This is an optimization exercise on Yosys and OpenROAD, whose aim is a short achievable clock period and few clock cycles, not a production implementation. The RTL was checked by simulation tests, not by an equivalence proof against the original design. Power figures rest on the tool's default switching activity, not on a simulated workload.

## processor
module processor (
    input  logic                            clock,
    input  logic                            rst,
    output logic [isaPkg::wordWidth-1:0]    address_imem,
    input  logic [isaPkg::wordWidth-1:0]    q_imem,
    output logic [isaPkg::wordWidth-1:0]    address_dmem,
    output logic [isaPkg::wordWidth-1:0]    data,
    output logic                            wren,
    input  logic [isaPkg::wordWidth-1:0]    q_dmem,
    output logic                            ctrl_writeEnable,
    output logic [isaPkg::regAddrWidth-1:0] ctrl_writeReg,
    output logic [isaPkg::regAddrWidth-1:0] ctrl_readRegA,
    output logic [isaPkg::regAddrWidth-1:0] ctrl_readRegB,
    output logic [isaPkg::wordWidth-1:0]    data_writeReg,
    input  logic [isaPkg::wordWidth-1:0]    data_readRegA,
    input  logic [isaPkg::wordWidth-1:0]    data_readRegB
);
    logic [31:0] pc1, ras;
    logic [31:0] fImm;
    logic [4:0]  fReadA, fReadB, fDest;
    logic        fUsesA, fUsesB, fImmB, fWrites, fIsLoad, fIsStore;
    logic        fIsBne, fIsBlt, fIsJump, fIsJal, fIsJr, fPredTaken;
    logic [5:0]  fAluSel;
    logic        redirect;
    logic [9:0]  redirectLo;
    logic [21:0] redirectHi;
    logic [7:0]  redirectD, redirectDP1;
    logic        redirectC;
    instrDecoder uDecode (
        .instr(q_imem), .readA(fReadA), .readB(fReadB), .usesA(fUsesA), .usesB(fUsesB),
        .immB(fImmB), .dest(fDest), .writes(fWrites), .isLoad(fIsLoad), .isStore(fIsStore),
        .isBne(fIsBne), .isBlt(fIsBlt), .isJump(fIsJump), .isJal(fIsJal), .isJr(fIsJr),
        .aluSel(fAluSel)
    );
    logic [9:0]  pcLo;
    logic [21:0] pcHi, pcTrueHi, pcTrueHi1;
    logic [7:0]  pcD, pcDP1;
    logic        pcC;
    assign address_imem = {pcHi, pcLo};
    ownedAdd uTrueHi  (.a(pcHi), .d(pcD),   .cin(pcC), .sum(pcTrueHi));
    ownedAdd uTrueHi1 (.a(pcHi), .d(pcDP1), .cin(pcC), .sum(pcTrueHi1));
  ...
For scale: ~3200 cells after synthesis, roughly 0.029 mm2 of cells after synthesis.
clock: 5.5 ns
lec_check: 0
cap_margin: 20
core_margin: 2
core_utilization: 40
setup_slack_margin: 3.0
slew_margin: 20
synth_hierarchical: 1
run.sh (not shown) runs the stock make flow with config.mk's settings and CLKGATE_MAP_FILE= SYNTH_SCRIPT=/design/flow/synth_recipe.tcl, a recipe that flattens the netlist after the stock synthesis.
Testbench counts at the start, summed over its fixed seeds: cycles 12,410.
Next try:
--- a/flow/design.v
+++ b/flow/design.v
@@ -199,18 +199,17 @@
     addCarry #(.W(10)) uTgtLo (.a(pcLo), .b(q_imem[9:0]), .cin(1'b1), .sum(tgtLo), .cout(cTgt));
     assign fImmD = {q_imem[16], q_imem[16:10]};
     addCarry #(.W(8))  uImmD  (.a(fImmD), .b(8'd0), .cin(1'b1), .sum(fImmDP1), .cout(cImmD));
     assign fImm = {{15{q_imem[16]}}, q_imem[16:0]};
     assign pc1  = {c1 ? pcTrueHi1 : pcTrueHi, lo1};
     logic [7:0]  bhtValid, bhtTaken;
     logic        fBltGuess;
     assign fBltGuess  = bhtValid[pcLo[2:0]] ? bhtTaken[pcLo[2:0]] : q_imem[16];
-    logic [7:0]  exitNext;
-    assign fPredTaken = (fIsBne && !exitNext[pcLo[2:0]]) || (fIsBlt && fBltGuess);
+    assign fPredTaken = fIsBne || (fIsBlt && fBltGuess);
     logic [9:0]  fNextLo;
     logic [21:0] fNextHi;
     logic [7:0]  fNextD, fNextDP1;
     logic        fNextC;
     always_comb begin
         fNextD   = 8'd0;
         fNextDP1 = 8'd1;
         if (fIsJump) begin
@@ -338,33 +337,31 @@
     logic [31:0] mLog, mStore;
     logic [15:0] mLo, mHi0, mHi1;
     logic        mC16;
     logic        mSelLo, mSelHi0, mSelHi1, mSelLog;   
     logic [9:0]  mAltLo;
     logic [21:0] mAltHi;
     logic [7:0]  mAltD, mAltDP1;
     logic        mAltC;
-    logic        mBltDone, mBltTaken, mBneDone, mBneEnding;
+    logic        mBltDone, mBltTaken;
     logic [2:0]  mBhtIdx;
     always_ff @(posedge clock) begin
         if (rst) begin
             mWrites  <= 1'b0;
             mIsLoad  <= 1'b0;
             mIsStore <= 1'b0;
             mBltMiss <= 1'b0;
             mBltDone <= 1'b0;
-            mBneDone <= 1'b0;
         end else begin
             mWrites  <= xGo && xWrites;
             mIsLoad  <= xGo && xIsLoad;
             mIsStore <= xGo && xIsStore;
             mBltMiss <= xGo && bltMiss;
             mBltDone <= xGo && xIsBlt;
-            mBneDone <= xGo && xIsBne;
         end
     end
     always_ff @(posedge clock) begin
         mDest   <= xDest;
         mIsAdd  <= xIsAdd;
         mLo     <= sumLo;
         mHi0    <= sumHi0;
         mHi1    <= sumHi1;
@@ -376,36 +373,28 @@
         mLog    <= logicResult | ({32{xIsJal}} & xK);    
         mStore  <= data_readRegB;
         mAltLo  <= xAltLo;
         mAltHi  <= xAltHi;
         mAltD   <= xAltD;
         mAltDP1 <= xAltDP1;
         mAltC   <= xAltC;
         mBltTaken <= lt;
-        mBneEnding <= ne && xPortA == 5'd0 && data_readRegB == 32'd1;
         mBhtIdx   <= xBhtIdx;
     end
     always_ff @(posedge clock) begin
         if (rst) begin
             bhtValid <= '0;
         end else if (mBltDone) begin
             bhtValid[mBhtIdx] <= 1'b1;
         end
     end
     always_ff @(posedge clock) begin
         if (mBltDone) bhtTaken[mBhtIdx] <= mBltTaken;
     end
-    always_ff @(posedge clock) begin
-        if (rst) begin
-            exitNext <= '0;
-        end else if (mBneDone) begin
-            exitNext[mBhtIdx] <= mBneEnding;
-        end
-    end
     assign address_dmem     = {mC16 ? mHi1 : mHi0, mLo};
     assign data             = mStore;
     assign wren             = mIsStore;
     assign ctrl_writeEnable = mWrites;
     assign ctrl_writeReg    = mDest;
     assign data_writeReg    = ({32{mIsLoad}} & q_dmem)
                             | {({16{mSelHi0}} & mHi0) | ({16{mSelHi1}} & mHi1), {16{mSelLo}} & mLo}
                             | ({32{mSelLog}} & mLog);
- utilization decreases by 0.62 points
- die area decreases slightly
- non-clock buffer count decreases by 29
- power increases by a few percent
- sequential share of layout area stays flat
- via count decreases by a few percent
- count of clock-buffer cells in the layout decreases by 7
- global-route usage decreases by 1.7 points
- worst setup slack gets better by 0.085 ns
Testbench counts after the change, summed over its fixed seeds: cycles 12,558.

-- separate check: timing with driven ports --
Ports are ideal in the flow. The routed layouts listed here were re-timed in OpenROAD. Step 1 (the two cells are an assumption about what drives the block):
set clk [get_ports {clock}]
set_driving_cell -lib_cell sky130_fd_sc_hd__clkbuf_16 $clk
set_driving_cell -lib_cell sky130_fd_sc_hd__buf_2 [delete_from_list [all_inputs] $clk]
Step 2 times the ports against the registers' clock, not the clock port: input delays grow and output delays shrink by t, the midpoint of the rising clock arrivals with the driver on. a / b / c = ideal ports / drivers / drivers and shift; a / b = the first two.
run | t (ns) | setup slack, ns | worst hold slack (ns) | worst register clock-pin slew, ns | pins driven straight from the clock port
the first run | 0.676 | 2.613 / 2.641 / 1.967 | 0.325 / 0.325 / 0.325 | 0.08 / 0.08 | 1
the second run | 0.671 | 2.697 / 2.661 / 2.176 | 0.325 / 0.325 / 0.325 | 0.07 / 0.07 | 1
After both steps every run listed still meets setup and hold. The setup slack of the first run, which loses most, moves by +0.028 ns with the drivers and by -0.646 ns with both steps.
